This is an optimization exercise on Yosys and OpenROAD, whose aim is small area, a short achievable clock period and few clock cycles, not a production implementation. Only simulation tests tie the RTL to the original design; equivalence was not proved.

===== flow/config.mk =====
export PLATFORM = sky130hd
export DESIGN_NAME = cnn_conv_engine
export DESIGN_NICKNAME = cnn_conv_engine
export VERILOG_FILES = /design/flow/design.v
export SDC_FILE = /design/flow/constraint.sdc
export NUM_CORES = 4
export LEC_CHECK = 0
export CAP_MARGIN = 20
export CORE_MARGIN = 2
export CORE_UTILIZATION = 40
export PLACE_DENSITY = 0.6
export SETUP_SLACK_MARGIN = 5
export SLEW_MARGIN = 20

===== flow/constraint.sdc =====
create_clock -name core_clock -period 10.5 [get_ports {clk_i}]
set_input_delay 2.1000 -clock core_clock [delete_from_list [all_inputs] [get_ports {clk_i}]]
set_output_delay 2.1000 -clock core_clock [all_outputs]
set_load 0.01 [all_outputs]

===== flow/design.v =====
package cnn_pkg;
   typedef enum logic [2:0] {S_IDLE, S_LOAD_K, S_FETCH, S_WRITE, S_ERR, S_DONE} state_e;
   function automatic integer k_taps(input integer k);
      k_taps = k * k;
   endfunction
   function automatic logic signed [63:0] sat_hi(input integer w);
      sat_hi = (64'sd1 <<< (w - 1)) - 64'sd1;
   endfunction
   function automatic logic signed [63:0] sat_lo(input integer w);
      sat_lo = -(64'sd1 <<< (w - 1));
   endfunction
endpackage
module cnn_mac_sat
#(
   parameter int DATA_W = 16,
   parameter int ACC_W  = 35
) (
   input  logic [ACC_W-1:0]  acc_i,
   input  logic [4:0]        shift_i,
   output logic [DATA_W-1:0] res_o
);
   logic signed [ACC_W-1:0] acc_s, sh;
   logic                    ovf;
   assign acc_s = acc_i;
   assign sh    = acc_s >>> shift_i;
   assign ovf   = ~(&sh[ACC_W-1:DATA_W-1]) & (|sh[ACC_W-1:DATA_W-1]);
   assign res_o = ovf ? {sh[ACC_W-1], {(DATA_W-1){~sh[ACC_W-1]}}} : sh[DATA_W-1:0];
endmodule
module cnn_mul (
   input  logic [7:0]  neg_i,
   input  logic [7:0]  one_i,
   input  logic [7:0]  two_i,
   input  logic [15:0] b_i,
   output logic [34:0] s_o,
   output logic [34:0] c_o
);
   logic x_0_0, x_0_1, x_0_2, x_0_3, x_0_4, x_0_5, x_0_6, x_0_7, x_0_8, x_0_9, x_0_10, x_0_11, x_0_12, x_0_13, x_0_14, x_0_15, x_0_16, x_1_0, x_1_1, x_1_2, x_1_3, x_1_4, x_1_5, x_1_6, x_1_7, x_1_8, x_1_9, x_1_10, x_1_11, x_1_12, x_1_13, x_1_14, x_1_15, x_1_16, x_2_0, x_2_1, x_2_2, x_2_3, x_2_4, x_2_5, x_2_6, x_2_7, x_2_8, x_2_9, x_2_10, x_2_11, x_2_12, x_2_13, x_2_14, x_2_15, x_2_16, x_3_0, x_3_1, x_3_2, x_3_3, x_3_4, x_3_5, x_3_6, x_3_7, x_3_8, x_3_9, x_3_10, x_3_11, x_3_12, x_3_13, x_3_14, x_3_15, x_3_16, x_4_0, x_4_1, x_4_2, x_4_3, x_4_4, x_4_5, x_4_6, x_4_7, x_4_8, x_4_9, x_4_10, x_4_11, x_4_12, x_4_13, x_4_14, x_4_15, x_4_16, x_5_0, x_5_1, x_5_2, x_5_3, x_5_4, x_5_5, x_5_6, x_5_7, x_5_8, x_5_9, x_5_10, x_5_11, x_5_12, x_5_13, x_5_14, x_5_15, x_5_16, x_6_0, x_6_1, x_6_2, x_6_3, x_6_4, x_6_5, x_6_6, x_6_7, x_6_8, x_6_9, x_6_10, x_6_11, x_6_12, x_6_13, x_6_14, x_6_15, x_6_16, x_7_0, x_7_1, x_7_2, x_7_3, x_7_4, x_7_5, x_7_6, x_7_7, x_7_8, x_7_9, x_7_10, x_7_11, x_7_12, x_7_13, x_7_14, x_7_15, x_7_16, hs0, hc0, hs1, hc1, fs0, fc0, hs2, hc2, fs1, fc1, hs3, hc3, fs2, fc2, fs3, fc3, hs4, hc4, fs4, fc4, fs5, fc5, hs5, hc5, fs6, fc6, fs7, fc7, hs6, hc6, fs8, fc8, fs9, fc9, fs10, fc10, hs7, hc7, fs11, fc11, hs8, hc8, hs9, hc9, hs10, hc10, fs12, fc12, hs11, hc11, fs13, fc13, hs12, hc12, fs14, fc14, fs15, fc15, fs16, fc16, fs17, fc17, fs18, fc18, fs19, fc19, fs20, fc20, fs21, fc21, fs22, fc22, fs23, fc23, fs24, fc24, fs25, fc25, fs26, fc26, fs27, fc27, fs28, fc28, fs29, fc29, fs30, fc30, fs31, fc31, fs32, fc32, fs33, fc33, fs34, fc34, fs35, fc35, fs36, fc36, fs37, fc37, fs38, fc38, hs13, hc13, fs39, fc39, hs14, hc14, hs15, hc15, hs16, hc16, fs40, fc40, fs41, fc41, fs42, fc42, fs43, fc43, fs44, fc44, fs45, fc45, fs46, fc46, fs47, fc47, fs48, fc48, fs49, fc49, fs50, fc50, fs51, fc51, fs52, fc52, fs53, fc53, fs54, fc54, fs55, fc55, fs56, fc56, fs57, fc57, fs58, fc58, fs59, fc59, hs17, hc17, hs18, hc18, hs19, hc19, fs60, fc60, fs61, fc61, fs62, fc62, fs63, fc63, fs64, fc64, fs65, fc65, fs66, fc66, fs67, fc67, fs68, fc68, fs69, fc69, fs70, fc70, fs71, fc71, fs72, fc72, fs73, fc73, fs74, fc74, fs75, fc75, fs76, fc76, fs77, fc77, fs78, fc78, fs79, fc79, fs80, fc80, fs81, fc81, fs82, fc82, fs83, fc83, hs20, hc20;
   assign x_0_0 = ((one_i[0] & b_i[0])) ^ neg_i[0];
   assign x_0_1 = ((one_i[0] & b_i[1]) | (two_i[0] & b_i[0])) ^ neg_i[0];
   assign x_0_2 = ((one_i[0] & b_i[2]) | (two_i[0] & b_i[1])) ^ neg_i[0];
   assign x_0_3 = ((one_i[0] & b_i[3]) | (two_i[0] & b_i[2])) ^ neg_i[0];
   assign x_0_4 = ((one_i[0] & b_i[4]) | (two_i[0] & b_i[3])) ^ neg_i[0];
   assign x_0_5 = ((one_i[0] & b_i[5]) | (two_i[0] & b_i[4])) ^ neg_i[0];
   assign x_0_6 = ((one_i[0] & b_i[6]) | (two_i[0] & b_i[5])) ^ neg_i[0];
   assign x_0_7 = ((one_i[0] & b_i[7]) | (two_i[0] & b_i[6])) ^ neg_i[0];
   assign x_0_8 = ((one_i[0] & b_i[8]) | (two_i[0] & b_i[7])) ^ neg_i[0];
   assign x_0_9 = ((one_i[0] & b_i[9]) | (two_i[0] & b_i[8])) ^ neg_i[0];
   assign x_0_10 = ((one_i[0] & b_i[10]) | (two_i[0] & b_i[9])) ^ neg_i[0];
   assign x_0_11 = ((one_i[0] & b_i[11]) | (two_i[0] & b_i[10])) ^ neg_i[0];
   assign x_0_12 = ((one_i[0] & b_i[12]) | (two_i[0] & b_i[11])) ^ neg_i[0];
   assign x_0_13 = ((one_i[0] & b_i[13]) | (two_i[0] & b_i[12])) ^ neg_i[0];
   assign x_0_14 = ((one_i[0] & b_i[14]) | (two_i[0] & b_i[13])) ^ neg_i[0];
   assign x_0_15 = ((one_i[0] & b_i[15]) | (two_i[0] & b_i[14])) ^ neg_i[0];
   assign x_0_16 = ~(((one_i[0] & b_i[15]) | (two_i[0] & b_i[15])) ^ neg_i[0]);
   assign x_1_0 = ((one_i[1] & b_i[0])) ^ neg_i[1];
   assign x_1_1 = ((one_i[1] & b_i[1]) | (two_i[1] & b_i[0])) ^ neg_i[1];
   assign x_1_2 = ((one_i[1] & b_i[2]) | (two_i[1] & b_i[1])) ^ neg_i[1];
   assign x_1_3 = ((one_i[1] & b_i[3]) | (two_i[1] & b_i[2])) ^ neg_i[1];
   assign x_1_4 = ((one_i[1] & b_i[4]) | (two_i[1] & b_i[3])) ^ neg_i[1];
   assign x_1_5 = ((one_i[1] & b_i[5]) | (two_i[1] & b_i[4])) ^ neg_i[1];
   assign x_1_6 = ((one_i[1] & b_i[6]) | (two_i[1] & b_i[5])) ^ neg_i[1];
   assign x_1_7 = ((one_i[1] & b_i[7]) | (two_i[1] & b_i[6])) ^ neg_i[1];
   assign x_1_8 = ((one_i[1] & b_i[8]) | (two_i[1] & b_i[7])) ^ neg_i[1];
   assign x_1_9 = ((one_i[1] & b_i[9]) | (two_i[1] & b_i[8])) ^ neg_i[1];
   assign x_1_10 = ((one_i[1] & b_i[10]) | (two_i[1] & b_i[9])) ^ neg_i[1];
   assign x_1_11 = ((one_i[1] & b_i[11]) | (two_i[1] & b_i[10])) ^ neg_i[1];
   assign x_1_12 = ((one_i[1] & b_i[12]) | (two_i[1] & b_i[11])) ^ neg_i[1];
   assign x_1_13 = ((one_i[1] & b_i[13]) | (two_i[1] & b_i[12])) ^ neg_i[1];
   assign x_1_14 = ((one_i[1] & b_i[14]) | (two_i[1] & b_i[13])) ^ neg_i[1];
   assign x_1_15 = ((one_i[1] & b_i[15]) | (two_i[1] & b_i[14])) ^ neg_i[1];
   assign x_1_16 = ~(((one_i[1] & b_i[15]) | (two_i[1] & b_i[15])) ^ neg_i[1]);
   assign x_2_0 = ((one_i[2] & b_i[0])) ^ neg_i[2];
   assign x_2_1 = ((one_i[2] & b_i[1]) | (two_i[2] & b_i[0])) ^ neg_i[2];
   assign x_2_2 = ((one_i[2] & b_i[2]) | (two_i[2] & b_i[1])) ^ neg_i[2];
   assign x_2_3 = ((one_i[2] & b_i[3]) | (two_i[2] & b_i[2])) ^ neg_i[2];
   assign x_2_4 = ((one_i[2] & b_i[4]) | (two_i[2] & b_i[3])) ^ neg_i[2];
   assign x_2_5 = ((one_i[2] & b_i[5]) | (two_i[2] & b_i[4])) ^ neg_i[2];
   assign x_2_6 = ((one_i[2] & b_i[6]) | (two_i[2] & b_i[5])) ^ neg_i[2];
   assign x_2_7 = ((one_i[2] & b_i[7]) | (two_i[2] & b_i[6])) ^ neg_i[2];
   assign x_2_8 = ((one_i[2] & b_i[8]) | (two_i[2] & b_i[7])) ^ neg_i[2];
   assign x_2_9 = ((one_i[2] & b_i[9]) | (two_i[2] & b_i[8])) ^ neg_i[2];
   assign x_2_10 = ((one_i[2] & b_i[10]) | (two_i[2] & b_i[9])) ^ neg_i[2];
   assign x_2_11 = ((one_i[2] & b_i[11]) | (two_i[2] & b_i[10])) ^ neg_i[2];
   assign x_2_12 = ((one_i[2] & b_i[12]) | (two_i[2] & b_i[11])) ^ neg_i[2];
   assign x_2_13 = ((one_i[2] & b_i[13]) | (two_i[2] & b_i[12])) ^ neg_i[2];
   assign x_2_14 = ((one_i[2] & b_i[14]) | (two_i[2] & b_i[13])) ^ neg_i[2];
   assign x_2_15 = ((one_i[2] & b_i[15]) | (two_i[2] & b_i[14])) ^ neg_i[2];
   assign x_2_16 = ~(((one_i[2] & b_i[15]) | (two_i[2] & b_i[15])) ^ neg_i[2]);
   assign x_3_0 = ((one_i[3] & b_i[0])) ^ neg_i[3];
   assign x_3_1 = ((one_i[3] & b_i[1]) | (two_i[3] & b_i[0])) ^ neg_i[3];
   assign x_3_2 = ((one_i[3] & b_i[2]) | (two_i[3] & b_i[1])) ^ neg_i[3];
   assign x_3_3 = ((one_i[3] & b_i[3]) | (two_i[3] & b_i[2])) ^ neg_i[3];
   assign x_3_4 = ((one_i[3] & b_i[4]) | (two_i[3] & b_i[3])) ^ neg_i[3];
   assign x_3_5 = ((one_i[3] & b_i[5]) | (two_i[3] & b_i[4])) ^ neg_i[3];
   assign x_3_6 = ((one_i[3] & b_i[6]) | (two_i[3] & b_i[5])) ^ neg_i[3];
   assign x_3_7 = ((one_i[3] & b_i[7]) | (two_i[3] & b_i[6])) ^ neg_i[3];
   assign x_3_8 = ((one_i[3] & b_i[8]) | (two_i[3] & b_i[7])) ^ neg_i[3];
   assign x_3_9 = ((one_i[3] & b_i[9]) | (two_i[3] & b_i[8])) ^ neg_i[3];
   assign x_3_10 = ((one_i[3] & b_i[10]) | (two_i[3] & b_i[9])) ^ neg_i[3];
   assign x_3_11 = ((one_i[3] & b_i[11]) | (two_i[3] & b_i[10])) ^ neg_i[3];
   assign x_3_12 = ((one_i[3] & b_i[12]) | (two_i[3] & b_i[11])) ^ neg_i[3];
   assign x_3_13 = ((one_i[3] & b_i[13]) | (two_i[3] & b_i[12])) ^ neg_i[3];
   assign x_3_14 = ((one_i[3] & b_i[14]) | (two_i[3] & b_i[13])) ^ neg_i[3];
   assign x_3_15 = ((one_i[3] & b_i[15]) | (two_i[3] & b_i[14])) ^ neg_i[3];
   assign x_3_16 = ~(((one_i[3] & b_i[15]) | (two_i[3] & b_i[15])) ^ neg_i[3]);
   assign x_4_0 = ((one_i[4] & b_i[0])) ^ neg_i[4];
   assign x_4_1 = ((one_i[4] & b_i[1]) | (two_i[4] & b_i[0])) ^ neg_i[4];
   assign x_4_2 = ((one_i[4] & b_i[2]) | (two_i[4] & b_i[1])) ^ neg_i[4];
   assign x_4_3 = ((one_i[4] & b_i[3]) | (two_i[4] & b_i[2])) ^ neg_i[4];
   assign x_4_4 = ((one_i[4] & b_i[4]) | (two_i[4] & b_i[3])) ^ neg_i[4];
   assign x_4_5 = ((one_i[4] & b_i[5]) | (two_i[4] & b_i[4])) ^ neg_i[4];
   assign x_4_6 = ((one_i[4] & b_i[6]) | (two_i[4] & b_i[5])) ^ neg_i[4];
   assign x_4_7 = ((one_i[4] & b_i[7]) | (two_i[4] & b_i[6])) ^ neg_i[4];
   assign x_4_8 = ((one_i[4] & b_i[8]) | (two_i[4] & b_i[7])) ^ neg_i[4];
   assign x_4_9 = ((one_i[4] & b_i[9]) | (two_i[4] & b_i[8])) ^ neg_i[4];
   assign x_4_10 = ((one_i[4] & b_i[10]) | (two_i[4] & b_i[9])) ^ neg_i[4];
   assign x_4_11 = ((one_i[4] & b_i[11]) | (two_i[4] & b_i[10])) ^ neg_i[4];
   assign x_4_12 = ((one_i[4] & b_i[12]) | (two_i[4] & b_i[11])) ^ neg_i[4];
   assign x_4_13 = ((one_i[4] & b_i[13]) | (two_i[4] & b_i[12])) ^ neg_i[4];
   assign x_4_14 = ((one_i[4] & b_i[14]) | (two_i[4] & b_i[13])) ^ neg_i[4];
   assign x_4_15 = ((one_i[4] & b_i[15]) | (two_i[4] & b_i[14])) ^ neg_i[4];
   assign x_4_16 = ~(((one_i[4] & b_i[15]) | (two_i[4] & b_i[15])) ^ neg_i[4]);
   assign x_5_0 = ((one_i[5] & b_i[0])) ^ neg_i[5];
   assign x_5_1 = ((one_i[5] & b_i[1]) | (two_i[5] & b_i[0])) ^ neg_i[5];
   assign x_5_2 = ((one_i[5] & b_i[2]) | (two_i[5] & b_i[1])) ^ neg_i[5];
   assign x_5_3 = ((one_i[5] & b_i[3]) | (two_i[5] & b_i[2])) ^ neg_i[5];
   assign x_5_4 = ((one_i[5] & b_i[4]) | (two_i[5] & b_i[3])) ^ neg_i[5];
   assign x_5_5 = ((one_i[5] & b_i[5]) | (two_i[5] & b_i[4])) ^ neg_i[5];
   assign x_5_6 = ((one_i[5] & b_i[6]) | (two_i[5] & b_i[5])) ^ neg_i[5];
   assign x_5_7 = ((one_i[5] & b_i[7]) | (two_i[5] & b_i[6])) ^ neg_i[5];
   assign x_5_8 = ((one_i[5] & b_i[8]) | (two_i[5] & b_i[7])) ^ neg_i[5];
   assign x_5_9 = ((one_i[5] & b_i[9]) | (two_i[5] & b_i[8])) ^ neg_i[5];
   assign x_5_10 = ((one_i[5] & b_i[10]) | (two_i[5] & b_i[9])) ^ neg_i[5];
   assign x_5_11 = ((one_i[5] & b_i[11]) | (two_i[5] & b_i[10])) ^ neg_i[5];
   assign x_5_12 = ((one_i[5] & b_i[12]) | (two_i[5] & b_i[11])) ^ neg_i[5];
   assign x_5_13 = ((one_i[5] & b_i[13]) | (two_i[5] & b_i[12])) ^ neg_i[5];
   assign x_5_14 = ((one_i[5] & b_i[14]) | (two_i[5] & b_i[13])) ^ neg_i[5];
   assign x_5_15 = ((one_i[5] & b_i[15]) | (two_i[5] & b_i[14])) ^ neg_i[5];
   assign x_5_16 = ~(((one_i[5] & b_i[15]) | (two_i[5] & b_i[15])) ^ neg_i[5]);
   assign x_6_0 = ((one_i[6] & b_i[0])) ^ neg_i[6];
   assign x_6_1 = ((one_i[6] & b_i[1]) | (two_i[6] & b_i[0])) ^ neg_i[6];
   assign x_6_2 = ((one_i[6] & b_i[2]) | (two_i[6] & b_i[1])) ^ neg_i[6];
   assign x_6_3 = ((one_i[6] & b_i[3]) | (two_i[6] & b_i[2])) ^ neg_i[6];
   assign x_6_4 = ((one_i[6] & b_i[4]) | (two_i[6] & b_i[3])) ^ neg_i[6];
   assign x_6_5 = ((one_i[6] & b_i[5]) | (two_i[6] & b_i[4])) ^ neg_i[6];
   assign x_6_6 = ((one_i[6] & b_i[6]) | (two_i[6] & b_i[5])) ^ neg_i[6];
   assign x_6_7 = ((one_i[6] & b_i[7]) | (two_i[6] & b_i[6])) ^ neg_i[6];
   assign x_6_8 = ((one_i[6] & b_i[8]) | (two_i[6] & b_i[7])) ^ neg_i[6];
   assign x_6_9 = ((one_i[6] & b_i[9]) | (two_i[6] & b_i[8])) ^ neg_i[6];
   assign x_6_10 = ((one_i[6] & b_i[10]) | (two_i[6] & b_i[9])) ^ neg_i[6];
   assign x_6_11 = ((one_i[6] & b_i[11]) | (two_i[6] & b_i[10])) ^ neg_i[6];
   assign x_6_12 = ((one_i[6] & b_i[12]) | (two_i[6] & b_i[11])) ^ neg_i[6];
   assign x_6_13 = ((one_i[6] & b_i[13]) | (two_i[6] & b_i[12])) ^ neg_i[6];
   assign x_6_14 = ((one_i[6] & b_i[14]) | (two_i[6] & b_i[13])) ^ neg_i[6];
   assign x_6_15 = ((one_i[6] & b_i[15]) | (two_i[6] & b_i[14])) ^ neg_i[6];
   assign x_6_16 = ~(((one_i[6] & b_i[15]) | (two_i[6] & b_i[15])) ^ neg_i[6]);
   assign x_7_0 = ((one_i[7] & b_i[0])) ^ neg_i[7];
   assign x_7_1 = ((one_i[7] & b_i[1]) | (two_i[7] & b_i[0])) ^ neg_i[7];
   assign x_7_2 = ((one_i[7] & b_i[2]) | (two_i[7] & b_i[1])) ^ neg_i[7];
   assign x_7_3 = ((one_i[7] & b_i[3]) | (two_i[7] & b_i[2])) ^ neg_i[7];
   assign x_7_4 = ((one_i[7] & b_i[4]) | (two_i[7] & b_i[3])) ^ neg_i[7];
   assign x_7_5 = ((one_i[7] & b_i[5]) | (two_i[7] & b_i[4])) ^ neg_i[7];
   assign x_7_6 = ((one_i[7] & b_i[6]) | (two_i[7] & b_i[5])) ^ neg_i[7];
   assign x_7_7 = ((one_i[7] & b_i[7]) | (two_i[7] & b_i[6])) ^ neg_i[7];
   assign x_7_8 = ((one_i[7] & b_i[8]) | (two_i[7] & b_i[7])) ^ neg_i[7];
   assign x_7_9 = ((one_i[7] & b_i[9]) | (two_i[7] & b_i[8])) ^ neg_i[7];
   assign x_7_10 = ((one_i[7] & b_i[10]) | (two_i[7] & b_i[9])) ^ neg_i[7];
   assign x_7_11 = ((one_i[7] & b_i[11]) | (two_i[7] & b_i[10])) ^ neg_i[7];
   assign x_7_12 = ((one_i[7] & b_i[12]) | (two_i[7] & b_i[11])) ^ neg_i[7];
   assign x_7_13 = ((one_i[7] & b_i[13]) | (two_i[7] & b_i[12])) ^ neg_i[7];
   assign x_7_14 = ((one_i[7] & b_i[14]) | (two_i[7] & b_i[13])) ^ neg_i[7];
   assign x_7_15 = ((one_i[7] & b_i[15]) | (two_i[7] & b_i[14])) ^ neg_i[7];
   assign x_7_16 = ~(((one_i[7] & b_i[15]) | (two_i[7] & b_i[15])) ^ neg_i[7]);
   assign hs0 = x_0_10 ^ x_1_8;
   assign hc0 = x_0_10 & x_1_8;
   assign hs1 = x_0_11 ^ x_1_9;
   assign hc1 = x_0_11 & x_1_9;
   assign fs0 = x_0_12 ^ x_1_10 ^ x_2_8;
   assign fc0 = (x_0_12 & x_1_10) | (x_0_12 & x_2_8) | (x_1_10 & x_2_8);
   assign hs2 = x_3_6 ^ x_4_4;
   assign hc2 = x_3_6 & x_4_4;
   assign fs1 = x_0_13 ^ x_1_11 ^ x_2_9;
   assign fc1 = (x_0_13 & x_1_11) | (x_0_13 & x_2_9) | (x_1_11 & x_2_9);
   assign hs3 = x_3_7 ^ x_4_5;
   assign hc3 = x_3_7 & x_4_5;
   assign fs2 = x_0_14 ^ x_1_12 ^ x_2_10;
   assign fc2 = (x_0_14 & x_1_12) | (x_0_14 & x_2_10) | (x_1_12 & x_2_10);
   assign fs3 = x_3_8 ^ x_4_6 ^ x_5_4;
   assign fc3 = (x_3_8 & x_4_6) | (x_3_8 & x_5_4) | (x_4_6 & x_5_4);
   assign hs4 = x_6_2 ^ x_7_0;
   assign hc4 = x_6_2 & x_7_0;
   assign fs4 = x_0_15 ^ x_1_13 ^ x_2_11;
   assign fc4 = (x_0_15 & x_1_13) | (x_0_15 & x_2_11) | (x_1_13 & x_2_11);
   assign fs5 = x_3_9 ^ x_4_7 ^ x_5_5;
   assign fc5 = (x_3_9 & x_4_7) | (x_3_9 & x_5_5) | (x_4_7 & x_5_5);
   assign hs5 = x_6_3 ^ x_7_1;
   assign hc5 = x_6_3 & x_7_1;
   assign fs6 = x_0_16 ^ x_1_14 ^ x_2_12;
   assign fc6 = (x_0_16 & x_1_14) | (x_0_16 & x_2_12) | (x_1_14 & x_2_12);
   assign fs7 = x_3_10 ^ x_4_8 ^ x_5_6;
   assign fc7 = (x_3_10 & x_4_8) | (x_3_10 & x_5_6) | (x_4_8 & x_5_6);
   assign hs6 = x_6_4 ^ x_7_2;
   assign hc6 = x_6_4 & x_7_2;
   assign fs8 = x_1_15 ^ x_2_13 ^ x_3_11;
   assign fc8 = (x_1_15 & x_2_13) | (x_1_15 & x_3_11) | (x_2_13 & x_3_11);
   assign fs9 = x_4_9 ^ x_5_7 ^ x_6_5;
   assign fc9 = (x_4_9 & x_5_7) | (x_4_9 & x_6_5) | (x_5_7 & x_6_5);
   assign fs10 = x_1_16 ^ x_2_14 ^ x_3_12;
   assign fc10 = (x_1_16 & x_2_14) | (x_1_16 & x_3_12) | (x_2_14 & x_3_12);
   assign hs7 = x_4_10 ^ x_5_8;
   assign hc7 = x_4_10 & x_5_8;
   assign fs11 = x_2_15 ^ x_3_13 ^ x_4_11;
   assign fc11 = (x_2_15 & x_3_13) | (x_2_15 & x_4_11) | (x_3_13 & x_4_11);
   assign hs8 = x_2_16 ^ x_3_14;
   assign hc8 = x_2_16 & x_3_14;
   assign hs9 = x_0_6 ^ x_1_4;
   assign hc9 = x_0_6 & x_1_4;
   assign hs10 = x_0_7 ^ x_1_5;
   assign hc10 = x_0_7 & x_1_5;
   assign fs12 = x_0_8 ^ x_1_6 ^ x_2_4;
   assign fc12 = (x_0_8 & x_1_6) | (x_0_8 & x_2_4) | (x_1_6 & x_2_4);
   assign hs11 = x_3_2 ^ x_4_0;
   assign hc11 = x_3_2 & x_4_0;
   assign fs13 = x_0_9 ^ x_1_7 ^ x_2_5;
   assign fc13 = (x_0_9 & x_1_7) | (x_0_9 & x_2_5) | (x_1_7 & x_2_5);
   assign hs12 = x_3_3 ^ x_4_1;
   assign hc12 = x_3_3 & x_4_1;
   assign fs14 = x_2_6 ^ x_3_4 ^ x_4_2;
   assign fc14 = (x_2_6 & x_3_4) | (x_2_6 & x_4_2) | (x_3_4 & x_4_2);
   assign fs15 = x_5_0 ^ neg_i[5] ^ hs0;
   assign fc15 = (x_5_0 & neg_i[5]) | (x_5_0 & hs0) | (neg_i[5] & hs0);
   assign fs16 = x_2_7 ^ x_3_5 ^ x_4_3;
   assign fc16 = (x_2_7 & x_3_5) | (x_2_7 & x_4_3) | (x_3_5 & x_4_3);
   assign fs17 = x_5_1 ^ hc0 ^ hs1;
   assign fc17 = (x_5_1 & hc0) | (x_5_1 & hs1) | (hc0 & hs1);
   assign fs18 = x_5_2 ^ x_6_0 ^ neg_i[6];
   assign fc18 = (x_5_2 & x_6_0) | (x_5_2 & neg_i[6]) | (x_6_0 & neg_i[6]);
   assign fs19 = hc1 ^ fs0 ^ hs2;
   assign fc19 = (hc1 & fs0) | (hc1 & hs2) | (fs0 & hs2);
   assign fs20 = x_5_3 ^ x_6_1 ^ fc0;
   assign fc20 = (x_5_3 & x_6_1) | (x_5_3 & fc0) | (x_6_1 & fc0);
   assign fs21 = hc2 ^ fs1 ^ hs3;
   assign fc21 = (hc2 & fs1) | (hc2 & hs3) | (fs1 & hs3);
   assign fs22 = neg_i[7] ^ fc1 ^ hc3;
   assign fc22 = (neg_i[7] & fc1) | (neg_i[7] & hc3) | (fc1 & hc3);
   assign fs23 = fs2 ^ fs3 ^ hs4;
   assign fc23 = (fs2 & fs3) | (fs2 & hs4) | (fs3 & hs4);
   assign fs24 = fc2 ^ fc3 ^ hc4;
   assign fc24 = (fc2 & fc3) | (fc2 & hc4) | (fc3 & hc4);
   assign fs25 = fs4 ^ fs5 ^ hs5;
   assign fc25 = (fs4 & fs5) | (fs4 & hs5) | (fs5 & hs5);
   assign fs26 = fc4 ^ fc5 ^ hc5;
   assign fc26 = (fc4 & fc5) | (fc4 & hc5) | (fc5 & hc5);
   assign fs27 = fs6 ^ fs7 ^ hs6;
   assign fc27 = (fs6 & fs7) | (fs6 & hs6) | (fs7 & hs6);
   assign fs28 = x_7_3 ^ fc6 ^ fc7;
   assign fc28 = (x_7_3 & fc6) | (x_7_3 & fc7) | (fc6 & fc7);
   assign fs29 = hc6 ^ fs8 ^ fs9;
   assign fc29 = (hc6 & fs8) | (hc6 & fs9) | (fs8 & fs9);
   assign fs30 = x_6_6 ^ x_7_4 ^ fc8;
   assign fc30 = (x_6_6 & x_7_4) | (x_6_6 & fc8) | (x_7_4 & fc8);
   assign fs31 = fc9 ^ fs10 ^ hs7;
   assign fc31 = (fc9 & fs10) | (fc9 & hs7) | (fs10 & hs7);
   assign fs32 = x_5_9 ^ x_6_7 ^ x_7_5;
   assign fc32 = (x_5_9 & x_6_7) | (x_5_9 & x_7_5) | (x_6_7 & x_7_5);
   assign fs33 = fc10 ^ hc7 ^ fs11;
   assign fc33 = (fc10 & hc7) | (fc10 & fs11) | (hc7 & fs11);
   assign fs34 = x_4_12 ^ x_5_10 ^ x_6_8;
   assign fc34 = (x_4_12 & x_5_10) | (x_4_12 & x_6_8) | (x_5_10 & x_6_8);
   assign fs35 = x_7_6 ^ fc11 ^ hs8;
   assign fc35 = (x_7_6 & fc11) | (x_7_6 & hs8) | (fc11 & hs8);
   assign fs36 = x_3_15 ^ x_4_13 ^ x_5_11;
   assign fc36 = (x_3_15 & x_4_13) | (x_3_15 & x_5_11) | (x_4_13 & x_5_11);
   assign fs37 = x_6_9 ^ x_7_7 ^ hc8;
   assign fc37 = (x_6_9 & x_7_7) | (x_6_9 & hc8) | (x_7_7 & hc8);
   assign fs38 = x_3_16 ^ x_4_14 ^ x_5_12;
   assign fc38 = (x_3_16 & x_4_14) | (x_3_16 & x_5_12) | (x_4_14 & x_5_12);
   assign hs13 = x_6_10 ^ x_7_8;
   assign hc13 = x_6_10 & x_7_8;
   assign fs39 = x_4_15 ^ x_5_13 ^ x_6_11;
   assign fc39 = (x_4_15 & x_5_13) | (x_4_15 & x_6_11) | (x_5_13 & x_6_11);
   assign hs14 = x_4_16 ^ x_5_14;
   assign hc14 = x_4_16 & x_5_14;
   assign hs15 = x_0_4 ^ x_1_2;
   assign hc15 = x_0_4 & x_1_2;
   assign hs16 = x_0_5 ^ x_1_3;
   assign hc16 = x_0_5 & x_1_3;
   assign fs40 = x_2_2 ^ x_3_0 ^ neg_i[3];
   assign fc40 = (x_2_2 & x_3_0) | (x_2_2 & neg_i[3]) | (x_3_0 & neg_i[3]);
   assign fs41 = x_2_3 ^ x_3_1 ^ hc9;
   assign fc41 = (x_2_3 & x_3_1) | (x_2_3 & hc9) | (x_3_1 & hc9);
   assign fs42 = neg_i[4] ^ hc10 ^ fs12;
   assign fc42 = (neg_i[4] & hc10) | (neg_i[4] & fs12) | (hc10 & fs12);
   assign fs43 = fc12 ^ hc11 ^ fs13;
   assign fc43 = (fc12 & hc11) | (fc12 & fs13) | (hc11 & fs13);
   assign fs44 = fc13 ^ hc12 ^ fs14;
   assign fc44 = (fc13 & hc12) | (fc13 & fs14) | (hc12 & fs14);
   assign fs45 = fc14 ^ fc15 ^ fs16;
   assign fc45 = (fc14 & fc15) | (fc14 & fs16) | (fc15 & fs16);
   assign fs46 = fc16 ^ fc17 ^ fs18;
   assign fc46 = (fc16 & fc17) | (fc16 & fs18) | (fc17 & fs18);
   assign fs47 = fc18 ^ fc19 ^ fs20;
   assign fc47 = (fc18 & fc19) | (fc18 & fs20) | (fc19 & fs20);
   assign fs48 = fc20 ^ fc21 ^ fs22;
   assign fc48 = (fc20 & fc21) | (fc20 & fs22) | (fc21 & fs22);
   assign fs49 = fc22 ^ fc23 ^ fs24;
   assign fc49 = (fc22 & fc23) | (fc22 & fs24) | (fc23 & fs24);
   assign fs50 = fc24 ^ fc25 ^ fs26;
   assign fc50 = (fc24 & fc25) | (fc24 & fs26) | (fc25 & fs26);
   assign fs51 = fc26 ^ fc27 ^ fs28;
   assign fc51 = (fc26 & fc27) | (fc26 & fs28) | (fc27 & fs28);
   assign fs52 = fc28 ^ fc29 ^ fs30;
   assign fc52 = (fc28 & fc29) | (fc28 & fs30) | (fc29 & fs30);
   assign fs53 = fc30 ^ fc31 ^ fs32;
   assign fc53 = (fc30 & fc31) | (fc30 & fs32) | (fc31 & fs32);
   assign fs54 = fc32 ^ fc33 ^ fs34;
   assign fc54 = (fc32 & fc33) | (fc32 & fs34) | (fc33 & fs34);
   assign fs55 = fc34 ^ fc35 ^ fs36;
   assign fc55 = (fc34 & fc35) | (fc34 & fs36) | (fc35 & fs36);
   assign fs56 = fc36 ^ fc37 ^ fs38;
   assign fc56 = (fc36 & fc37) | (fc36 & fs38) | (fc37 & fs38);
   assign fs57 = x_7_9 ^ fc38 ^ hc13;
   assign fc57 = (x_7_9 & fc38) | (x_7_9 & hc13) | (fc38 & hc13);
   assign fs58 = x_6_12 ^ x_7_10 ^ fc39;
   assign fc58 = (x_6_12 & x_7_10) | (x_6_12 & fc39) | (x_7_10 & fc39);
   assign fs59 = x_5_15 ^ x_6_13 ^ x_7_11;
   assign fc59 = (x_5_15 & x_6_13) | (x_5_15 & x_7_11) | (x_6_13 & x_7_11);
   assign hs17 = x_5_16 ^ x_6_14;
   assign hc17 = x_5_16 & x_6_14;
   assign hs18 = x_0_2 ^ x_1_0;
   assign hc18 = x_0_2 & x_1_0;
   assign hs19 = x_0_3 ^ x_1_1;
   assign hc19 = x_0_3 & x_1_1;
   assign fs60 = x_2_0 ^ neg_i[2] ^ hs15;
   assign fc60 = (x_2_0 & neg_i[2]) | (x_2_0 & hs15) | (neg_i[2] & hs15);
   assign fs61 = x_2_1 ^ hc15 ^ hs16;
   assign fc61 = (x_2_1 & hc15) | (x_2_1 & hs16) | (hc15 & hs16);
   assign fs62 = hs9 ^ hc16 ^ fs40;
   assign fc62 = (hs9 & hc16) | (hs9 & fs40) | (hc16 & fs40);
   assign fs63 = hs10 ^ fc40 ^ fs41;
   assign fc63 = (hs10 & fc40) | (hs10 & fs41) | (fc40 & fs41);
   assign fs64 = hs11 ^ fc41 ^ fs42;
   assign fc64 = (hs11 & fc41) | (hs11 & fs42) | (fc41 & fs42);
   assign fs65 = hs12 ^ fc42 ^ fs43;
   assign fc65 = (hs12 & fc42) | (hs12 & fs43) | (fc42 & fs43);
   assign fs66 = fs15 ^ fc43 ^ fs44;
   assign fc66 = (fs15 & fc43) | (fs15 & fs44) | (fc43 & fs44);
   assign fs67 = fs17 ^ fc44 ^ fs45;
   assign fc67 = (fs17 & fc44) | (fs17 & fs45) | (fc44 & fs45);
   assign fs68 = fs19 ^ fc45 ^ fs46;
   assign fc68 = (fs19 & fc45) | (fs19 & fs46) | (fc45 & fs46);
   assign fs69 = fs21 ^ fc46 ^ fs47;
   assign fc69 = (fs21 & fc46) | (fs21 & fs47) | (fc46 & fs47);
   assign fs70 = fs23 ^ fc47 ^ fs48;
   assign fc70 = (fs23 & fc47) | (fs23 & fs48) | (fc47 & fs48);
   assign fs71 = fs25 ^ fc48 ^ fs49;
   assign fc71 = (fs25 & fc48) | (fs25 & fs49) | (fc48 & fs49);
   assign fs72 = fs27 ^ fc49 ^ fs50;
   assign fc72 = (fs27 & fc49) | (fs27 & fs50) | (fc49 & fs50);
   assign fs73 = fs29 ^ fc50 ^ fs51;
   assign fc73 = (fs29 & fc50) | (fs29 & fs51) | (fc50 & fs51);
   assign fs74 = fs31 ^ fc51 ^ fs52;
   assign fc74 = (fs31 & fc51) | (fs31 & fs52) | (fc51 & fs52);
   assign fs75 = fs33 ^ fc52 ^ fs53;
   assign fc75 = (fs33 & fc52) | (fs33 & fs53) | (fc52 & fs53);
   assign fs76 = fs35 ^ fc53 ^ fs54;
   assign fc76 = (fs35 & fc53) | (fs35 & fs54) | (fc53 & fs54);
   assign fs77 = fs37 ^ fc54 ^ fs55;
   assign fc77 = (fs37 & fc54) | (fs37 & fs55) | (fc54 & fs55);
   assign fs78 = hs13 ^ fc55 ^ fs56;
   assign fc78 = (hs13 & fc55) | (hs13 & fs56) | (fc55 & fs56);
   assign fs79 = fs39 ^ fc56 ^ fs57;
   assign fc79 = (fs39 & fc56) | (fs39 & fs57) | (fc56 & fs57);
   assign fs80 = hs14 ^ fc57 ^ fs58;
   assign fc80 = (hs14 & fc57) | (hs14 & fs58) | (fc57 & fs58);
   assign fs81 = hc14 ^ fc58 ^ fs59;
   assign fc81 = (hc14 & fc58) | (hc14 & fs59) | (fc58 & fs59);
   assign fs82 = x_7_12 ^ fc59 ^ hs17;
   assign fc82 = (x_7_12 & fc59) | (x_7_12 & hs17) | (fc59 & hs17);
   assign fs83 = x_6_15 ^ x_7_13 ^ hc17;
   assign fc83 = (x_6_15 & x_7_13) | (x_6_15 & hc17) | (x_7_13 & hc17);
   assign hs20 = x_6_16 ^ x_7_14;
   assign hc20 = x_6_16 & x_7_14;
   assign s_o = {1'b0, 1'b0, 1'b0, 1'b0, x_7_16, x_7_15, fc83, fc82, fc81, fc80, fc79, fc78, fc77, fc76, fc75, fc74, fc73, fc72, fc71, fc70, fc69, fc68, fc67, fc66, fc65, fc64, fc63, fc62, fc61, fc60, hc19, hc18, neg_i[1], x_0_1, x_0_0};
   assign c_o = {1'b0, 1'b0, 1'b0, 1'b0, 1'b0, hc20, hs20, fs83, fs82, fs81, fs80, fs79, fs78, fs77, fs76, fs75, fs74, fs73, fs72, fs71, fs70, fs69, fs68, fs67, fs66, fs65, fs64, fs63, fs62, fs61, fs60, hs19, hs18, 1'b0, neg_i[0]};
endmodule
module cnn_conv_engine
#(
   parameter int DATA_W = 16,
   parameter int ADDR_W = 12,
   parameter int DIM_W  = 8,
   parameter int K      = 3,
   parameter int ACC_W  = 40
) (
   input  logic              clk_i,
   input  logic              rst_ni,
   input  logic              start_i,
   input  logic [ADDR_W-1:0] img_base_i,
   input  logic [ADDR_W-1:0] ker_base_i,
   input  logic [ADDR_W-1:0] out_base_i,
   input  logic [DIM_W-1:0]  img_w_i,
   input  logic [DIM_W-1:0]  img_h_i,
   input  logic [4:0]        shift_i,
   output logic              mem_rd_req_o,
   output logic              mem_wr_req_o,
   output logic [ADDR_W-1:0] mem_addr_o,
   output logic [DATA_W-1:0] mem_wdata_o,
   input  logic [DATA_W-1:0] mem_rdata_i,
   input  logic              mem_ready_i,
   output logic              busy_o,
   output logic              done_o,
   output logic              err_o
);
   localparam int AW = 2 * DATA_W + 3;
   localparam int LW = AW / 2 + 1;
   localparam int HW = AW - LW;
   localparam int ND = DATA_W / 2;       
   localparam logic [AW-1:0] BK   = AW'(((64'd1 << (2 * ND)) - 64'd1) / 64'd3) << DATA_W;
   localparam logic [AW-1:0] BWC9 = AW'(0) - AW'(9) * BK;
   logic              busy_q, kload_q, done_q, err_q, step_q;
   logic [DIM_W-1:0]  w_q, x_q, rem_q;    
   logic              last_q, odd_q;      
   logic [4:0]        shift_q;
   logic [5:0]        slot_q;             
   logic              oddm_q;             
   logic [2:0]        c3_q;               
   logic [1:0]        wcnt_q;
   logic              first_q, flush_q;
   logic [ADDR_W-1:0] ibase_q, raddr_q, wptr_q;
   logic [DATA_W-1:0] ker_q [9];
   logic [DATA_W-1:0] kv_q [3];           
   logic [DATA_W-1:0] res_q;
   logic [ND-1:0]     neg_q, one_q, two_q;
   logic [ND-1:0]     neg_n, one_n, two_n;
   logic [DATA_W:0]   pext;
   logic [AW-1:0]     p0_q [3];
   logic [AW-1:0]     p1_q [3];
   logic [2:0]        p0c_q, p1c_q;
   logic [AW-1:0]     ps_q [3];
   logic [AW-1:0]     pc_q [3];
   logic [2:0]        sel0_q, sel1_q, fresh_q;
   logic              row_q;
   logic              rd_q, wr_q;
   logic [ADDR_W-1:0] addr_q;
   logic              busy_nx, kload_nx, oddm_nx, flush_nx, first_nx, last_nx, odd_nx;
   logic              run_nx, rds_nx, wrs_nx, wv_nx;
   logic [5:0]        slot_nx;
   logic [2:0]        c3_nx;
   logic [1:0]        wcnt_nx;
   logic [DIM_W-1:0]  x_nx, rem_nx;
   logic [ADDR_W-1:0] raddr_nx, wptr_nx;
   logic              accept, bad_dims, run, xz, lastcol;
   logic              rdreq, wrreq, adv, colend_c, jobend_c, col_end, job_end, kdone;
   logic [5:0]        slot_n;
   logic              oddm_n;
   logic [2:0]        c3_n;
   logic [2:0]        ky_n;
   logic              row, shft;
   logic [ADDR_W-1:0] w12, d_1m2w, d_1m3w, ow12, d_1mow, rdelta, wdelta;
   logic [AW-1:0]     ain [3];
   logic [AW-1:0]     sum [3];
   logic [2:0]        ainc, sumc;
   logic [AW-1:0]     cs_s [3];
   logic [AW-1:0]     cs_c [3];
   logic [AW-1:0]     pcap;
   logic              pcapc;
   logic [AW-1:0]     acap;
   logic              cap_en, cap_row, res_en;
   logic [AW-1:0]     cap_q;
   logic              capc_q;
   logic [AW-1:0]     ps [3];
   logic [AW-1:0]     pc [3];
   logic [DATA_W-1:0] kv_n [3];
   logic [DATA_W-1:0] sat;
   assign accept   = start_i & ~busy_q;
   assign bad_dims = img_w_i < DIM_W'(3) || img_h_i < DIM_W'(3);
   assign run      = busy_q & ~kload_q;
   assign lastcol  = x_q == '0;
   assign kdone    = kload_q & mem_ready_i & lastcol;
   assign xz       = wcnt_q == 2'd0;
   assign rdreq    = rd_q & ~kload_q;
   assign wrreq    = wr_q;
   assign adv      = ~(rd_q | wr_q) | mem_ready_i;
   assign colend_c = slot_q[5] | (slot_q[4] & odd_q) | (slot_q[3] & oddm_q);
   assign jobend_c = flush_q & (slot_q[4] | (slot_q[3] & oddm_q));
   assign col_end  = run & adv & colend_c & ~jobend_c;
   assign job_end  = run & adv & jobend_c;
   assign mem_rd_req_o = rd_q;
   assign mem_wr_req_o = wr_q;
   assign mem_addr_o   = addr_q;
   assign mem_wdata_o  = res_q;
   assign busy_o       = busy_q;
   assign done_o       = done_q;
   assign err_o        = err_q;
   assign w12    = ADDR_W'(w_q);
   assign d_1m2w = ADDR_W'(1) - (w12 << 1);
   assign d_1m3w = d_1m2w - w12;
   assign ow12   = w12 - ADDR_W'(2);
   assign d_1mow = ADDR_W'(3) - w12;
   always_comb begin
      if (kload_q)                                 rdelta = ADDR_W'(1);
      else if (slot_q[5])                          rdelta = lastcol ? d_1m2w : d_1m3w;
      else if ((slot_q[3] | slot_q[2]) & odd_q)    rdelta = d_1m2w;
      else                                         rdelta = w12;
      if (slot_q[4])           wdelta = xz ? ADDR_W'(1) : d_1mow;
      else if (oddm_q)         wdelta = ADDR_W'(1);
      else                     wdelta = ow12;
   end
   assign row  = slot_q[0] | slot_q[5] | (slot_q[3] & ~oddm_q);
   assign shft = slot_q[1] | (slot_q[3] & ~oddm_q);
   always_comb begin
      slot_n = (colend_c | jobend_c) ? 6'b000001 : {slot_q[4:0], 1'b0};
      oddm_n = oddm_q;
      c3_n   = c3_q;
      if (colend_c) begin
         c3_n = {c3_q[1:0], c3_q[2]};
         if (!lastcol) oddm_n = odd_q;
         else if (!last_q) oddm_n = 1'b0;
      end
      ky_n[0] = slot_n[1] | (slot_n[3] & ~oddm_n);
      ky_n[1] = slot_n[2] | slot_n[5];
      ky_n[2] = slot_n[0] | slot_n[4] | (slot_n[3] & oddm_n);
      for (int j = 0; j < 3; j++) begin
         kv_n[j] = '0;
         for (int r = 0; r < 3; r++)
            for (int ky = 0; ky < 3; ky++)
               kv_n[j] = kv_n[j] | ({DATA_W{c3_q[r] & ky_n[ky]}} & ker_q[3 * ky + (r - j + 3) % 3]);
      end
   end
   always_comb begin
      pext = {mem_rdata_i, 1'b0};
      for (int i = 0; i < ND; i++) begin
         neg_n[i] = pext[2*i+2];
         one_n[i] = pext[2*i+1] ^ pext[2*i];
         two_n[i] = (pext[2*i+2] & ~pext[2*i+1] & ~pext[2*i]) | (~pext[2*i+2] & pext[2*i+1] & pext[2*i]);
      end
   end
   for (genvar j = 0; j < 3; j++) begin : g_mul
      cnn_mul u_mul (
         .neg_i (neg_q),
         .one_i (one_q),
         .two_i (two_q),
         .b_i   (kv_q[j]),
         .s_o   (ps[j]),
         .c_o   (pc[j])
      );
   end
   always_ff @(posedge clk_i) begin
      for (int j = 0; j < 3; j++) begin
         ps_q[j] <= ps[j];
         pc_q[j] <= pc[j];
      end
      row_q   <= row;
      fresh_q <= {3{shft}} & c3_q;
      sel0_q  <= {3{~row}} & ~({3{shft}} & c3_q);
      sel1_q  <= {3{row}} & ~({3{shft}} & c3_q);
   end
   always_comb begin
      for (int j = 0; j < 3; j++) begin
         ain[j]  = ({AW{fresh_q[j]}} & BWC9) | ({AW{sel1_q[j]}} & p1_q[j]) | ({AW{sel0_q[j]}} & p0_q[j]);
         ainc[j] = (sel1_q[j] & p1c_q[j]) | (sel0_q[j] & p0c_q[j]);
         cs_s[j] = ain[j] ^ ps_q[j] ^ pc_q[j];
         cs_c[j] = ((ain[j] & ps_q[j]) | (ain[j] & pc_q[j]) | (ps_q[j] & pc_q[j])) << 1;
         {sumc[j], sum[j][LW-1:0]} = {1'b0, cs_s[j][LW-1:0]} + {1'b0, cs_c[j][LW-1:0]};
         sum[j][AW-1:LW] = HW'(({cs_s[j][AW-1:LW], ainc[j]} + {cs_c[j][AW-1:LW], 1'b1}) >> 1);
      end
   end
   assign cap_en  = (slot_q[0] & ~oddm_q) | (slot_q[1] & oddm_q) | (slot_q[2] & ~oddm_q);
   assign cap_row = slot_q[2];
   assign res_en  = (slot_q[1] & ~oddm_q) | (slot_q[3] & ~oddm_q) | (slot_q[2] & oddm_q);
   always_comb begin
      pcap  = '0;
      pcapc = 1'b0;
      for (int j = 0; j < 3; j++) begin
         pcap  = pcap | ({AW{c3_q[j]}} & (cap_row ? p1_q[j] : p0_q[j]));
         pcapc = pcapc | (c3_q[j] & (cap_row ? p1c_q[j] : p0c_q[j]));
      end
      acap = cap_q + (AW'(capc_q) << LW);
   end
   cnn_mac_sat #(.DATA_W(DATA_W), .ACC_W(AW)) u_sat (
      .acc_i   (acap),
      .shift_i (shift_q),
      .res_o   (sat)
   );
   always_comb begin
      busy_nx  = busy_q;
      kload_nx = kload_q;
      slot_nx  = slot_q;
      oddm_nx  = oddm_q;
      c3_nx    = c3_q;
      flush_nx = flush_q;
      wcnt_nx  = wcnt_q;
      first_nx = first_q;
      x_nx     = x_q;
      rem_nx   = rem_q;
      last_nx  = last_q;
      odd_nx   = odd_q;
      raddr_nx = raddr_q;
      wptr_nx  = wptr_q;
      if (accept) begin
         busy_nx  = ~bad_dims;
         kload_nx = ~bad_dims;
         slot_nx  = 6'b000001;
         oddm_nx  = 1'b0;
         c3_nx    = 3'b001;
         flush_nx = 1'b0;
         wcnt_nx  = '0;
         first_nx = 1'b1;
         x_nx     = DIM_W'(8);
         rem_nx   = img_h_i - DIM_W'(2);
         last_nx  = img_h_i <= DIM_W'(4);
         odd_nx   = img_h_i == DIM_W'(3);
         raddr_nx = ker_base_i;
         wptr_nx  = out_base_i;
      end else begin
         if (kload_q && mem_ready_i) begin
            raddr_nx = kdone ? ibase_q : raddr_q + rdelta;
            x_nx     = kdone ? w_q - 1'b1 : x_q - 1'b1;
            if (kdone) kload_nx = 1'b0;
         end
         if (rdreq && mem_ready_i) raddr_nx = raddr_q + rdelta;
         if (wrreq && mem_ready_i) wptr_nx = wptr_q + wdelta;
         if (job_end) busy_nx = 1'b0;
         if (run && adv) begin
            slot_nx = slot_n;
            oddm_nx = oddm_n;
            c3_nx   = c3_n;
         end
         if (col_end) begin
            if (lastcol) begin
               if (last_q) flush_nx = 1'b1;
               else begin
                  x_nx     = w_q - 1'b1;
                  wcnt_nx  = '0;
                  first_nx = 1'b0;
                  rem_nx   = rem_q - DIM_W'(2);
                  last_nx  = rem_q <= DIM_W'(4);
                  odd_nx   = rem_q == DIM_W'(3);
               end
            end else begin
               x_nx    = x_q - 1'b1;
               wcnt_nx = wcnt_q == 2'd3 ? 2'd3 : wcnt_q + 1'b1;
            end
         end
      end
      run_nx = busy_nx & ~kload_nx;
      rds_nx = slot_nx[0] | slot_nx[1] | (slot_nx[2] & oddm_nx) | (slot_nx[3] & ~oddm_nx) | slot_nx[5];
      wrs_nx = (slot_nx[2] & ~oddm_nx) | (slot_nx[3] & oddm_nx) | slot_nx[4];
      wv_nx  = flush_nx | (wcnt_nx == 2'd3) | ((wcnt_nx == 2'd0) & ~first_nx);
   end
   always_ff @(posedge clk_i or negedge rst_ni) begin
      if (!rst_ni) begin
         busy_q  <= 1'b0;
         kload_q <= 1'b0;
         done_q  <= 1'b0;
         err_q   <= 1'b0;
         step_q  <= 1'b0;
         rd_q    <= 1'b0;
         wr_q    <= 1'b0;
      end else begin
         step_q  <= run & adv;
         busy_q  <= busy_nx;
         kload_q <= kload_nx;
         done_q  <= (accept & bad_dims) | job_end;
         if (accept) err_q <= bad_dims;
         rd_q    <= kload_nx | (run_nx & rds_nx & ~flush_nx);
         wr_q    <= run_nx & wrs_nx & wv_nx;
      end
   end
   always_ff @(posedge clk_i) begin
      slot_q  <= slot_nx;
      oddm_q  <= oddm_nx;
      c3_q    <= c3_nx;
      flush_q <= flush_nx;
      wcnt_q  <= wcnt_nx;
      first_q <= first_nx;
      x_q     <= x_nx;
      rem_q   <= rem_nx;
      last_q  <= last_nx;
      odd_q   <= odd_nx;
      raddr_q <= raddr_nx;
      wptr_q  <= wptr_nx;
      addr_q  <= wrs_nx ? wptr_nx : raddr_nx;
      if (accept) begin
         w_q     <= img_w_i;
         shift_q <= shift_i;
         ibase_q <= img_base_i;
      end
      if (kload_q && mem_ready_i) begin
         for (int i = 0; i < 8; i++) ker_q[i] <= ker_q[i + 1];
         ker_q[8] <= mem_rdata_i;
      end
      if (rdreq && mem_ready_i) begin
         neg_q <= neg_n;
         one_q <= one_n;
         two_q <= two_n;
      end
      if (step_q) begin
         for (int j = 0; j < 3; j++) begin
            if (row_q) begin
               p1_q[j]  <= sum[j];
               p1c_q[j] <= sumc[j];
            end else begin
               p0_q[j]  <= sum[j];
               p0c_q[j] <= sumc[j];
            end
         end
      end
      if (run && adv) begin
         for (int j = 0; j < 3; j++) kv_q[j] <= kv_n[j];
         if (cap_en) begin
            cap_q  <= pcap;
            capc_q <= pcapc;
         end
         if (res_en) res_q <= sat;
      end
   end
endmodule

===== flow/flow/run.sh =====
#!/bin/bash
set -euo pipefail
MARGIN=6.5
sed -E "s/SETUP_SLACK_MARGIN=[-0-9.]+/SETUP_SLACK_MARGIN=${MARGIN}/" standard.sh > standard_margin.sh
grep -q "SETUP_SLACK_MARGIN=${MARGIN}" standard_margin.sh
bash standard_margin.sh > standard.log 2>&1

===== flow/standard.sh =====
#!/bin/bash
# synth_recipe.tcl (not shown) runs the flow's synth.tcl, then flattens the netlist and writes it again
# the make line also repeats each setting of config.mk as NAME=value (left out here)
make -C /OpenROAD-flow-scripts/flow DESIGN_CONFIG=/design/flow/config.mk WORK_HOME=/design/flow/orfs CLKGATE_MAP_FILE= SYNTH_SCRIPT=/design/flow/synth_recipe.tcl "${@:-finish}"

==> results.cfg, run 1 <==
[outcome]
status = no timing/DRC/antenna violations

[global_route]
use_met3_pct = 4.27
grt_busiest_layer = met2
grt_max_degree = 93
antenna_found_initial = 3
grt_use_met1_pct = 33.5
grt_pass1_wl_um = 245000
grt_util_met2_pct = 35.0
track_usage_pct = 23.2
grt_pass1_vias = 39500
grt-ovfl-total = 0

[die]
die_w_um = 369
die-area_um2 = 136000
die_h_um = 369
fp-row-count = 133
coreArea_um2 = 132000
ioPinCount = 110
start_util_pct = 40.4

[worst_hold_path]
hp-start = first_q
hp-class = reg -> reg

[cells_and_area]
nFillCells = 12100
drive_gt1_share_pct = 10.7
final_common_cell = inv_1
finish.utilization_pct = 45.9
final_net_count = 5624
area_growth_pct = 13.5
layout_common_cells = inv_1 (630), edfxtp_1 (519), a22oi_1 (489), xnor2_1 (361), fa_1 (333)

[drt]
drc = 0
wl_per_cell_um = 23.6
drt_iter0_markers = 4263
ant_nets = 0
viasPerCell = 5.86
routed_wl_um = 162000
dr.pass1.iters = 10
vias = 40100

[timing]
fin_crit_ns = 4.13
setup_viol = 0
max_freq_mhz = 242
layout_setup_ws_ns = 6.37
setup_tns_ns = 0
max-slew-margin-rel_pct = 26.2
hold_ws_ns = 0.455
rsz0062_at_grt = true
drv_slew = 0
timing.final.crit_share_pct = 39.3
max_slew.worst_pin.slew_ns = 1.10
finClkSkew_ns = 0.0386
final-hold-violation-count = 0

[logic_synthesis]
synthAdderAreaFrac_pct = 17.4
synthMuxAreaShare_pct = 2.34
syn-cell-area_um2 = 53300
netlist_instances = 5061
syn_avg_cell_area_um2 = 10.5
synthXorXnorAreaFrac_pct = 8.94
synth_compound_area_share_pct = 18.8
synth_nets = 5675
ys_seq_elements = 770
synth_simple_gate_area_share_pct = 6.19
synth_warnings = 25
ys_seq_area_share_pct = 38.8
ys.flop_type = edfxtp_1
synth-async-reset-ratio_pct = 0.909
synth_edf_count = 519
yosysUniqueCellTypes = 99
synth_top_family_by_area = compound AO/OA/AOI/OAI gates

[critical_path]
critPathRequiredTime_ns = 11.08
path_max_fanout = 5
cp.arrival_ns = 4.71
crit_start = x_q[1]
cp-start-kind = flip-flop
rrSetupSlack_ns = 6.37
end_kind = flip-flop
rr_startpoint = x_q[1]
crit_type = reg -> reg

[placed_design]
preCtsSetupSlack_ns = 4.53
dp_hpwl_um = 106000
port_buffers = 109
gp_congestion = 0.885

[cts]
postCtsHoldBufs = 0
h-tree-depth = 3
worstSkewPairLatency_ns = 0.69
cts_sinks = 770
clk_pin_slew_worst_paths_ns = 0.06
numCtsBuffers = 90
clockBufferDepth = 3
cts_tree = built
cts_root_buffer = clkbuf_16

[run]
cap_violations = 0
## kinds of logic after synthesis
| kind of cell | Yosys count |
|---|---|
| AND/OR/NAND/NOR | 667 |
| AO/OA/AOI/OAI | 1366 |
| flip-flops | 770 |
| buffers and inverters | 1062 |
| multiplexers | 116 |
| XOR/XNOR | 543 |
| adder cells (fa/ha/maj) | 537 |
## sequential cells by signal, indices dropped and copies added, names as in the netlist, 5 cells and up
| name | count |
|---|---|
| pc_q | 85 |
| ps_q | 91 |
| ibase_q | 12 |
| slot_q | 6 |
| rem_q | 8 |
| cap_q | 35 |
| neg_q | 8 |
| res_q | 16 |
| x_q | 8 |
| p0_q | 105 |
| kv_q | 48 |
| one_q | 8 |
| raddr_q | 12 |
| ker_q | 144 |
| addr_q | 12 |
| shift_q | 5 |
| p1_q | 105 |
| w_q | 8 |
| wptr_q | 12 |
| two_q | 8 |
## critical path: stages (launching register included)
cell and delay (ns):
dfxtp_4 0.36, inv_4 0.06, ha_4 0.12, or4b_4 0.49
or4_4 0.45, buf_12 0.16, mux2i_1 0.11, a211o_1 0.27
buf_4 0.14, fa_2 0.36, nor2b_2 0.13, o21ai_2 0.07
a21boi_2 0.18, buf_4 0.14, buf_4 0.09, buf_4 0.09
buf_4 0.09, buf_4 0.09, buf_4 0.09, o21a_1 0.17
o21ai_2 0.10, mux2_4 0.26
## final cells by class
type	instances	area [µm²]	area share (%)
clock inverters	52	519	0.859
clock buffers	116	2470	4.08
inverters	647	2480	4.11
repair buffers	272	2690	4.45
flip-flops and latches	770	20700	34.2
well taps	1755	2200	3.63
multi-input cells	3229	29400	48.7
diodes	2	5.00	0.00828
## cells in the mapped netlist, types with 156 or more instances
cell type  number  share of area, %
xor2_1        175               2.9
nand2_1       185               1.3
inv_1         640               4.5
ha_1          201               4.7
fa_1          336                13
xnor2_1       367               6.0
clkbuf_1      329               2.3
nor2_1        158               1.1
dfxtp_1       244               9.2
edfxtp_1      519                29
a21oi_1       156               1.5
a22oi_1       493               7.0
## path summary, 6_finish.rpt
path                                  end  depth (start not counted)
worst max-delay path            addr_q[4]                         21
worst min-delay path              first_q                          1
worst max register to register  addr_q[4]                         21
worst min register to register    first_q                          1
max in group asynchronous            wr_q                          1
min in group asynchronous            rd_q                          1
## repair_timing
action                     CTS  global route
buffers inserted            42            35
pin swaps                   42            41
setup endpoints to repair  242           144
gates cloned                 6             2
gates resized for setup    153            88
## routing by layer
layer / up-vias / wire length, µm
met4: 4 / 4490
li1: 18000 / -
met3: 284 / 13700
met2: 1797 / 70800
met5: - / 34
met1: 20000 / 72500
## metrics by stage
step                instances  instance area, µm²
finish                   6843               60400
global route             6841               60400
CTS                      6802               59700
detailed placement       6586               55600
global placement         6586               55600
floorplan                5061               53400
Testbench counts, summed over its fixed seeds: cycles 58,378.
==> inputs of run 2 (changes only) <==
--- a/flow/design.v
+++ b/flow/design.v
@@ -441,9 +441,12 @@
    logic [2:0]        sel0_q, sel1_q, fresh_q;
    logic              row_q;
    logic              rd_q, wr_q;
+   logic              lastcol_q, lastcol_nx;         
+   logic [ADDR_W-1:0] rdelta_q, wdelta_q;
    logic [ADDR_W-1:0] addr_q;
    logic              busy_nx, kload_nx, oddm_nx, flush_nx, first_nx, last_nx, odd_nx;
    logic              run_nx, rds_nx, wrs_nx, wv_nx;
+   logic [ADDR_W-1:0] rdelta_nx, wdelta_nx;
    logic [5:0]        slot_nx;
    logic [2:0]        c3_nx;
    logic [1:0]        wcnt_nx;
@@ -475,7 +478,7 @@
    assign accept   = start_i & ~busy_q;
    assign bad_dims = img_w_i < DIM_W'(3) || img_h_i < DIM_W'(3);
    assign run      = busy_q & ~kload_q;
-   assign lastcol  = x_q == '0;
+   assign lastcol  = lastcol_q;
    assign kdone    = kload_q & mem_ready_i & lastcol;
    assign xz       = wcnt_q == 2'd0;
    assign rdreq    = rd_q & ~kload_q;
@@ -497,15 +500,8 @@
    assign d_1m3w = d_1m2w - w12;
    assign ow12   = w12 - ADDR_W'(2);
    assign d_1mow = ADDR_W'(3) - w12;
-   always_comb begin
-      if (kload_q)                                 rdelta = ADDR_W'(1);
-      else if (slot_q[5])                          rdelta = lastcol ? d_1m2w : d_1m3w;
-      else if ((slot_q[3] | slot_q[2]) & odd_q)    rdelta = d_1m2w;
-      else                                         rdelta = w12;
-      if (slot_q[4])           wdelta = xz ? ADDR_W'(1) : d_1mow;
-      else if (oddm_q)         wdelta = ADDR_W'(1);
-      else                     wdelta = ow12;
-   end
+   assign rdelta = rdelta_q;
+   assign wdelta = wdelta_q;
    assign row  = slot_q[0] | slot_q[5] | (slot_q[3] & ~oddm_q);
    assign shft = slot_q[1] | (slot_q[3] & ~oddm_q);
    always_comb begin
@@ -647,6 +643,14 @@
       rds_nx = slot_nx[0] | slot_nx[1] | (slot_nx[2] & oddm_nx) | (slot_nx[3] & ~oddm_nx) | slot_nx[5];
       wrs_nx = (slot_nx[2] & ~oddm_nx) | (slot_nx[3] & oddm_nx) | slot_nx[4];
       wv_nx  = flush_nx | (wcnt_nx == 2'd3) | ((wcnt_nx == 2'd0) & ~first_nx);
+      lastcol_nx = x_nx == '0;
+      if (kload_nx)                                   rdelta_nx = ADDR_W'(1);
+      else if (slot_nx[5])                            rdelta_nx = lastcol_nx ? d_1m2w : d_1m3w;
+      else if ((slot_nx[3] | slot_nx[2]) & odd_nx)    rdelta_nx = d_1m2w;
+      else                                            rdelta_nx = w12;
+      if (slot_nx[4])          wdelta_nx = (wcnt_nx == 2'd0) ? ADDR_W'(1) : d_1mow;
+      else if (oddm_nx)        wdelta_nx = ADDR_W'(1);
+      else                     wdelta_nx = ow12;
    end
    always_ff @(posedge clk_i or negedge rst_ni) begin
       if (!rst_ni) begin
@@ -681,6 +685,9 @@
       raddr_q <= raddr_nx;
       wptr_q  <= wptr_nx;
       addr_q  <= wrs_nx ? wptr_nx : raddr_nx;
+      lastcol_q <= lastcol_nx;
+      rdelta_q  <= rdelta_nx;
+      wdelta_q  <= wdelta_nx;
       if (accept) begin
          w_q     <= img_w_i;
          shift_q <= shift_i;
--- a/flow/config.mk
+++ b/flow/config.mk
@@ -11,3 +11,4 @@
 export PLACE_DENSITY = 0.6
 export SETUP_SLACK_MARGIN = 5
 export SLEW_MARGIN = 20
+export TNS_END_PERCENT = 10
==> run 2 against run 1 <==
Compared with the run above: sequential share of layout area grew 0.90 points; synthesized cell count up 0.97%; design area decreased by 0.70%.
==> results.cfg, run 2 <==
[die]
start_util_pct = 40.3
fp-row-count = 134
die_w_um = 370
ioPinCount = 110
coreArea_um2 = 133000
die-area_um2 = 137000
die_h_um = 370

[critical_path]
crit_type = in -> reg
crit_chain = clkdlybuf4s50_1 > nand2b_1 > clkinv_2 > buf_4 > mux2i_1 > ha_1 > nand3_1 > nor2_1 > xnor2_1
r2r_cells = 15
crit_end = rem_q[7]
cpMaxStageDelayCell = buf_4
path_max_fanout = 73
critPathRequiredTime_ns = 10.98
crit_start = start_i
critical_path.max_stage_delay_ns = 0.73
cp-start-kind = input pin
timing.rr.end = p1_q[0][16]
end_kind = flip-flop
rr_startpoint = sel0_q[0]
cp.arrival_ns = 4.66
rrSetupSlack_ns = 6.38

[global_route]
antenna_found_initial = 0
grt_pass1_vias = 39700
grt-ovfl-total = 0
grt_pass1_wl_um = 240000
track_usage_pct = 22.5
grt_max_degree = 76

[logic_synthesis]
yosysTopAreaCell = edfxtp_1
synth-async-reset-ratio_pct = 0.885
yosysMostFrequentCell = inv_1
syn_avg_cell_area_um2 = 10.5
ys_seq_elements = 791
synth_common_cells = inv_1 (635), a22oi_1 (524), edfxtp_1 (518), xnor2_1 (338), fa_1 (336)
syn-cell-area_um2 = 53700
netlist_top_cells_area = edfxtp_1 (29%), fa_1 (13%), dfxtp_1 (9.9%)
ys.flop_type = edfxtp_1
yosys.area.top_type_share_pct = 29.0
netlist_instances = 5110
yosysUniqueCellTypes = 89
synth_edf_count = 518
ys_seq_area_share_pct = 39.2
synth_warnings = 25
synth_nets = 5723

[drt]
routed_wl_um = 157000
ant_nets = 0
wl_per_cell_um = 22.9
vias = 40000
drc = 0
drt_iter0_markers = 4775
viasPerCell = 5.83
dr.pass1.iters = 10

[placed_design]
postPlaceCellArea_um2 = 56300
port_buffers = 109
dp_hpwl_um = 104000
gp_congestion = 0.876

[timing]
setup_tns_ns = 0
max_slew.worst_pin.slew_ns = 1.13
setup_viol = 0
rsz0062_at_grt = true
timing.final.crit_share_pct = 39.8
finClkSkew_ns = 0.0551
final-hold-violation-count = 0
fin_crit_ns = 4.18
drv_slew = 0
max_freq_mhz = 239
max-slew-margin-rel_pct = 24.3

[cts]
clk_pin_slew_worst_paths_ns = 0.06
cts_tree = built
cts_sinks = 791
cts_root_buffer = clkbuf_16
worstSkewPairLatency_ns = 0.74
clockBufferDepth = 3
h-tree-depth = 3
numCtsBuffers = 90

[cells_and_area]
layout_common_cells = inv_1 (633), a22oi_1 (524), edfxtp_1 (518), xnor2_1 (337), fa_1 (336)
drive_gt1_share_pct = 8.48
final_net_count = 5634
antenna-diode-count = 0
area_growth_pct = 11.7
largest_reg_flops = 144
reg.largest.list = ker_q x144, p0_q x105, p1_q x105
final_common_cell = inv_1
top_register = ker_q
stdcell_area_um2 = 60000

[worst_hold_path]
hp-class = reg -> reg

[run]
cap_violations = 0

[outcome]
status = no timing/DRC/antenna violations
## run 2: cell types whose count changed after synthesis, sizes merged, moves of 31 or more
cell | before | now
a221oi | 135 | 50
a222oi | 48 | 96
a22o | 63 | 20
a22oi | 493 | 524
mux2 | 26 | 69
mux2i | 86 | 52
nand2 | 185 | 253
nand3 | 99 | 48
nand4 | 20 | 61
o22ai | 48 | 15
## run 2: logic make-up after synthesis
kind of cell    count (synthesis)  synth area share (%)
flops                         791                  39.2
xor+xnor                      532                  8.67
buf+inv                      1052                  7.42
mux                           134                  2.96
simple gates                  728                  6.51
compound gates               1337                  18.1
fa+ha+maj                     536                  17.2
## run 2: worst min path at each step
stage	cells after the start	slack (ns)	startpoint	to
finish	2	0.45	first_q	first_q
global route	0	0.48	ker_q[3][12]	ker_q[2][12]
CTS	2	0.45	first_q	first_q
detailed placement	2	0.44	first_q	first_q
global placement	2	0.44	first_q	first_q
floorplan	0	0.35	neg_q[0]	pc_q[0][0]
## run 2: layout make-up
cell class / instances / area, µm²
Clock buffer: 115 / 2450
Clock inverter: 53 / 518
Inverter: 643 / 2450
Timing Repair Buffer: 227 / 2240
Sequential cell: 791 / 21100
Fill cell: 12600 / 73400
Timing Repair inverter: 1 / 16.3
Multi-Input combinational cell: 3267 / 29100
Tap cell: 1768 / 2210
## run 2: per-layer routing
metal | wire, µm | track usage, % | vias up | share of wire, %
met4 | 3850 | 6.63 | 0 | 2.5
met2 | 70200 | 34.8 | 1735 | 45
met5 | 0 | 0 | - | 0
met3 | 12400 | 3.55 | 273 | 7.9
met1 | 70500 | 32.5 | 20000 | 45
li1 | - | - | 18000 | -
## run 2: repair_timing
item                       CTS  global route
setup endpoints to repair  170           158
gates resized for setup     45            44
cloned                       4             2
pin swaps                    3             6
hold buffers                 0             0
buffers inserted            12            17
## run 2: critical path: cells and delay by family
family,cells,cell delay [ns]
XOR/XNOR,1,0.08
adder cells (fa/ha/maj),1,0.23
buffers and inverters,3,1.46
multiplexers,1,0.37
AND/OR/NAND/NOR,3,0.34
## run 2: through the flow
step                      setup slack (ns)  util (%)  instances  hold slack, ns
final                                 6.32      45.0       6865           0.450
after global placement                4.71      42.2       6659           0.437
after detailed placement              4.68      42.2       6659           0.439
after floorplan                       5.86         -       5110           0.346
after CTS                             6.33      44.7       6843           0.448
after global routing                  6.14      45.0       6865           0.481
Testbench counts of run 2, summed over its fixed seeds: cycles 58,378.

==> port drivers added, routing unchanged <==
No port has a modelled driver above. Below, the same layouts with a new extraction and two added sets of constraints.
Step 1, drivers: a clkbuf_16 drives clk_i and a buf_2 each remaining input, both assumed.
Step 2 times the ports against the registers' clock, not the clock port: input delays grow and output delays shrink by t, the midpoint of the rising clock arrivals with the driver on.
Slacks: no drivers / after step 1 / after step 2; pairs: no drivers / after step 1.
| run | t, ns | setup slack, ns | latest minus earliest clock arrival (ns) | worst slew at a driven data input, ns | cell pins on the clock port's net |
|---|---|---|---|---|---|
| run 1 | 0.754 | 6.369 / 6.369 / 5.901 | 0.040 / 0.040 | 0.06 | 1 |
| run 2 | 0.785 | 6.319 / 6.335 / 5.550 | 0.061 / 0.061 | 0.06 | 1 |
After both steps setup and hold are still met in every run listed. The setup slack of run 2, which loses most, moves by +0.016 ns with the drivers and by -0.769 ns with both steps.
